What follows belongs to an exercise in optimizing a design on an open flow for small area and a short achievable clock period; a production flow would make more cautious choices.
Only simulation tests tie the RTL to the original design; equivalence was not proved.
No activity file was given, so power comes from the tool's default toggle rates.

==> flow/design.v <==
module tag_wb_buffer #(
    parameter int AW    = 32,
    parameter int DW    = 128,
    parameter int DEPTH = 4
) (
    input  logic                     clk,
    input  logic                     rst,
    input  logic                     wb_valid,
    output logic                     wb_ready,
    input  logic [AW-1:0]            wb_addr,
    input  logic [DW-1:0]            wb_data,
    output logic                     mem_valid,
    input  logic                     mem_ready,
    output logic [AW-1:0]            mem_addr,
    output logic [DW-1:0]            mem_data,
    input  logic                     lk_valid,
    input  logic [AW-1:0]            lk_addr,
    output logic                     lk_rsp,
    output logic                     lk_hit,
    output logic [DW-1:0]            lk_data,
    output logic [$clog2(DEPTH):0]   count
);
    localparam int CW = $clog2(DEPTH) + 1;
    localparam logic [CW-1:0] FULL = CW'(DEPTH);
    logic [AW-1:0]    addr_q [DEPTH];
    logic [DW-1:0]    data_q [DEPTH];
    logic [DEPTH-1:0] v;                
    logic [DEPTH-1:0] q [DEPTH];        
    localparam int GB  = 16;            
    localparam int NMA = AW / GB;
    localparam int NMD = DW / GB;
    localparam int NLD = DW / GB;
    logic [DEPTH-1:0] ma_sel [NMA];     
    logic [DEPTH-1:0] md_sel [NMD];     
    logic [DEPTH-1:0] lk_sel [NLD];     
    logic [DEPTH-1:0] sel_d;
    logic [DEPTH-1:0] ws;               
    logic [DEPTH-1:0] co_m, lk_m;
    logic             wb_acc, retire, co_hit, alloc, wb_lk;
    logic             hdup;             
    logic             hdup_n;
    logic [DEPTH-1:0] wb_eq;
    logic [DEPTH-1:0] q1 [DEPTH+1];
    logic [DEPTH-1:0] q2 [DEPTH];
    logic [DEPTH-1:0] v_n, sel_n;
    logic [CW-1:0]    cnt_ap, cnt_co;
    logic [AW-1:0]    ma;
    logic [DW-1:0]    md, ld;
    always_comb begin
        wb_ready  = (count != FULL);
        mem_valid = (count != '0);
        wb_acc    = wb_valid && wb_ready;
        retire    = mem_valid && mem_ready;
        ws = '0;
        for (int j = DEPTH - 1; j >= 0; j--) begin
            if (!v[j]) begin
                ws    = '0;
                ws[j] = 1'b1;
            end
        end
        for (int j = 0; j < DEPTH; j++) begin
            wb_eq[j] = (addr_q[j] == wb_addr);
            co_m[j] = v[j] && !q[0][j] && wb_eq[j];
            lk_m[j] = v[j] && (addr_q[j] == lk_addr);
        end
        co_hit = wb_acc && (co_m != '0);
        alloc  = wb_acc && !co_hit;
        cnt_co = retire ? count - 1'b1 : count;
        cnt_ap = (wb_acc && !retire) ? count + 1'b1 : (!wb_acc && retire) ? count - 1'b1 : count;
        wb_lk  = wb_acc && (wb_addr == lk_addr);
        hdup_n = !retire && (hdup || (alloc && (wb_eq & v & q[0]) != '0));
        q1[0] = (count == '0) ? ws : q[0];
        for (int k = 1; k < DEPTH; k++)
            q1[k] = (count == CW'(k) || (wb_acc && (q[k] & wb_eq) != '0)) ? ws : q[k];
        q1[DEPTH] = ws;
        for (int k = 0; k < DEPTH; k++) q2[k] = retire ? q1[k+1] : q1[k];
        v_n = v;
        if (co_hit) v_n = v_n & ~co_m;
        if (retire) v_n = v_n & ~q[0];
        if (wb_acc) v_n = v_n | ws;
        if (wb_lk) sel_n = ws;
        else       sel_n = lk_m & (hdup ? ~q[0] : {DEPTH{1'b1}});
        if (!lk_valid) sel_n = '0;
        sel_d = rst ? '0 : sel_n;
        ma = '0;
        md = '0;
        ld = '0;
        for (int j = 0; j < DEPTH; j++) begin
            for (int b = 0; b < AW; b++) ma[b] = ma[b] | (addr_q[j][b] & ma_sel[b / GB][j]);
            for (int b = 0; b < DW; b++) begin
                md[b] = md[b] | (data_q[j][b] & md_sel[b / GB][j]);
                ld[b] = ld[b] | (data_q[j][b] & lk_sel[b / GB][j]);
            end
        end
        mem_addr = ma;
        mem_data = md;
        lk_data  = ld;
    end
    always_ff @(posedge clk) begin
        if (rst) begin
            v      <= '0;
            hdup   <= 1'b0;
            count  <= '0;
            lk_rsp <= 1'b0;
            lk_hit <= 1'b0;
        end else begin
            v <= v_n;
            hdup <= hdup_n;
            count <= co_hit ? cnt_co : cnt_ap;
            lk_rsp <= lk_valid;
            lk_hit <= lk_valid && (wb_lk || lk_m != '0);
        end
    end
    always_ff @(posedge clk) begin
        for (int k = 0; k < DEPTH; k++) q[k] <= q2[k];
    end
    for (genvar g = 0; g < NMA; g++) begin : g_ma
        tag_wb_buffer_sel #(.W(DEPTH)) u_sel (.clk(clk), .d(q2[0]), .q(ma_sel[g]));
    end
    for (genvar g = 0; g < NMD; g++) begin : g_md
        tag_wb_buffer_sel #(.W(DEPTH)) u_sel (.clk(clk), .d(q2[0]), .q(md_sel[g]));
    end
    for (genvar g = 0; g < NLD; g++) begin : g_lk
        tag_wb_buffer_sel #(.W(DEPTH)) u_sel (.clk(clk), .d(sel_d), .q(lk_sel[g]));
    end
    always_ff @(posedge clk) begin
        for (int j = 0; j < DEPTH; j++) begin
            if (ws[j]) begin
                addr_q[j] <= wb_addr;
                data_q[j] <= wb_data;
            end
        end
    end
endmodule
module tag_wb_buffer_sel #(
    parameter int W = 4
) (
    input  logic         clk,
    input  logic [W-1:0] d,
    output logic [W-1:0] q
);
    always_ff @(posedge clk) q <= d;
endmodule
export LEC_CHECK = 0
export CAP_MARGIN = 20
export CORE_MARGIN = 2
export CORE_UTILIZATION = 60
export CTS_CLUSTER_DIAMETER = 60
export CTS_CLUSTER_SIZE = 20
export SETUP_SLACK_MARGIN = 3.1
export SLEW_MARGIN = 20
export SYNTH_HIERARCHICAL = 1
export SYNTH_MINIMUM_KEEP_SIZE = 0
create_clock -name core_clock -period 5.5 [get_ports {clk}]
standard.sh (not shown) runs the stock make flow with config.mk's settings and CLKGATE_MAP_FILE= SYNTH_SCRIPT=/design/flow/synth_recipe.tcl, a recipe that flattens the netlist after the stock synthesis.
==> flow/flow/run.sh <==
#!/bin/bash
# Standard ORFS layout, except that the port buffers are buf_1 cells rather than the
# resizer's default pick (clkdlybuf4s50_1), which is larger and slower.
set -euo pipefail
bash standard.sh "BUFFER_PORTS_ARGS=-buffer_cell sky130_fd_sc_hd__buf_1" finish > make.log 2>&1
Change:
--- a/flow/design.v
+++ b/flow/design.v
@@ -40,5 +40,6 @@
     logic             hdup;             
     logic             hdup_n;
-    logic [DEPTH-1:0] wb_eq;
+    logic [DEPTH-1:0] wb_eq, lk_eq;     
+    logic             wl_eq;            
     logic [DEPTH-1:0] q1 [DEPTH+1];
     logic [DEPTH-1:0] q2 [DEPTH];
@@ -60,7 +61,6 @@
         end
         for (int j = 0; j < DEPTH; j++) begin
-            wb_eq[j] = (addr_q[j] == wb_addr);
             co_m[j] = v[j] && !q[0][j] && wb_eq[j];
-            lk_m[j] = v[j] && (addr_q[j] == lk_addr);
+            lk_m[j] = v[j] && lk_eq[j];
         end
         co_hit = wb_acc && (co_m != '0);
@@ -68,5 +68,5 @@
         cnt_co = retire ? count - 1'b1 : count;
         cnt_ap = (wb_acc && !retire) ? count + 1'b1 : (!wb_acc && retire) ? count - 1'b1 : count;
-        wb_lk  = wb_acc && (wb_addr == lk_addr);
+        wb_lk  = wb_acc && wl_eq;
         hdup_n = !retire && (hdup || (alloc && (wb_eq & v & q[0]) != '0));
         q1[0] = (count == '0) ? ws : q[0];
@@ -115,4 +115,9 @@
         for (int k = 0; k < DEPTH; k++) q[k] <= q2[k];
     end
+    for (genvar j = 0; j < DEPTH; j++) begin : g_cmp
+        tag_wb_buffer_eq #(.W(AW)) u_wb (.a(addr_q[j]), .b(wb_addr), .eq(wb_eq[j]));
+        tag_wb_buffer_eq #(.W(AW)) u_lk (.a(addr_q[j]), .b(lk_addr), .eq(lk_eq[j]));
+    end
+    tag_wb_buffer_eq #(.W(AW)) u_wl (.a(wb_addr), .b(lk_addr), .eq(wl_eq));
     for (genvar g = 0; g < NMA; g++) begin : g_ma
         tag_wb_buffer_sel #(.W(DEPTH)) u_sel (.clk(clk), .d(q2[0]), .q(ma_sel[g]));
@@ -142,2 +147,11 @@
     always_ff @(posedge clk) q <= d;
 endmodule
+module tag_wb_buffer_eq #(
+    parameter int W = 32
+) (
+    input  logic [W-1:0] a,
+    input  logic [W-1:0] b,
+    output logic         eq
+);
+    assign eq = (a == b);
+endmodule
- design area decreases by 3.5%
- flip-flop and latch count stays the same
- setup slack gains 270 ps
- sequential share of layout area increases by 1.7 points
- critical path depth increases by 1
- cell count decreases by 0.69%
- synthesized cell count decreases by 2.3%
- sequential power barely changes
- worst hold slack loses 53 ps
- area after synthesis decreases by 1.6%
- power decreases by 1.6%
- combinational power decreases by about 0.7%
- die area decreases by 1.5%

afterwards: timing with drivers on the ports:
How much do the figures lean on ideal ports? The routed layouts below were timed once more, with nothing changed but the port constraints.
Step 1 assumes that a clkbuf_16 drives the clock port and a buf_2 every other input.
Step 2, shift: input delay + t, output delay - t, t = (earliest + latest rising clock arrival at the registers) / 2. This alone moves slack from input paths to output paths.
Slacks: no drivers / after step 1 / after step 2; pairs: no drivers / after step 1.
run	t (ns)	slack for setup (ns)	clock arrival spread, ns	cell pins on the clock port's net
the first run	0.696	2.347 / 2.355 / 1.660	0.046 / 0.045	1
the second run	0.682	2.617 / 2.613 / 1.931	0.040 / 0.040	1
After both steps every run listed still meets setup and hold. The setup slack of the first run, which loses most, moves by +0.008 ns with the drivers and by -0.687 ns with both steps.
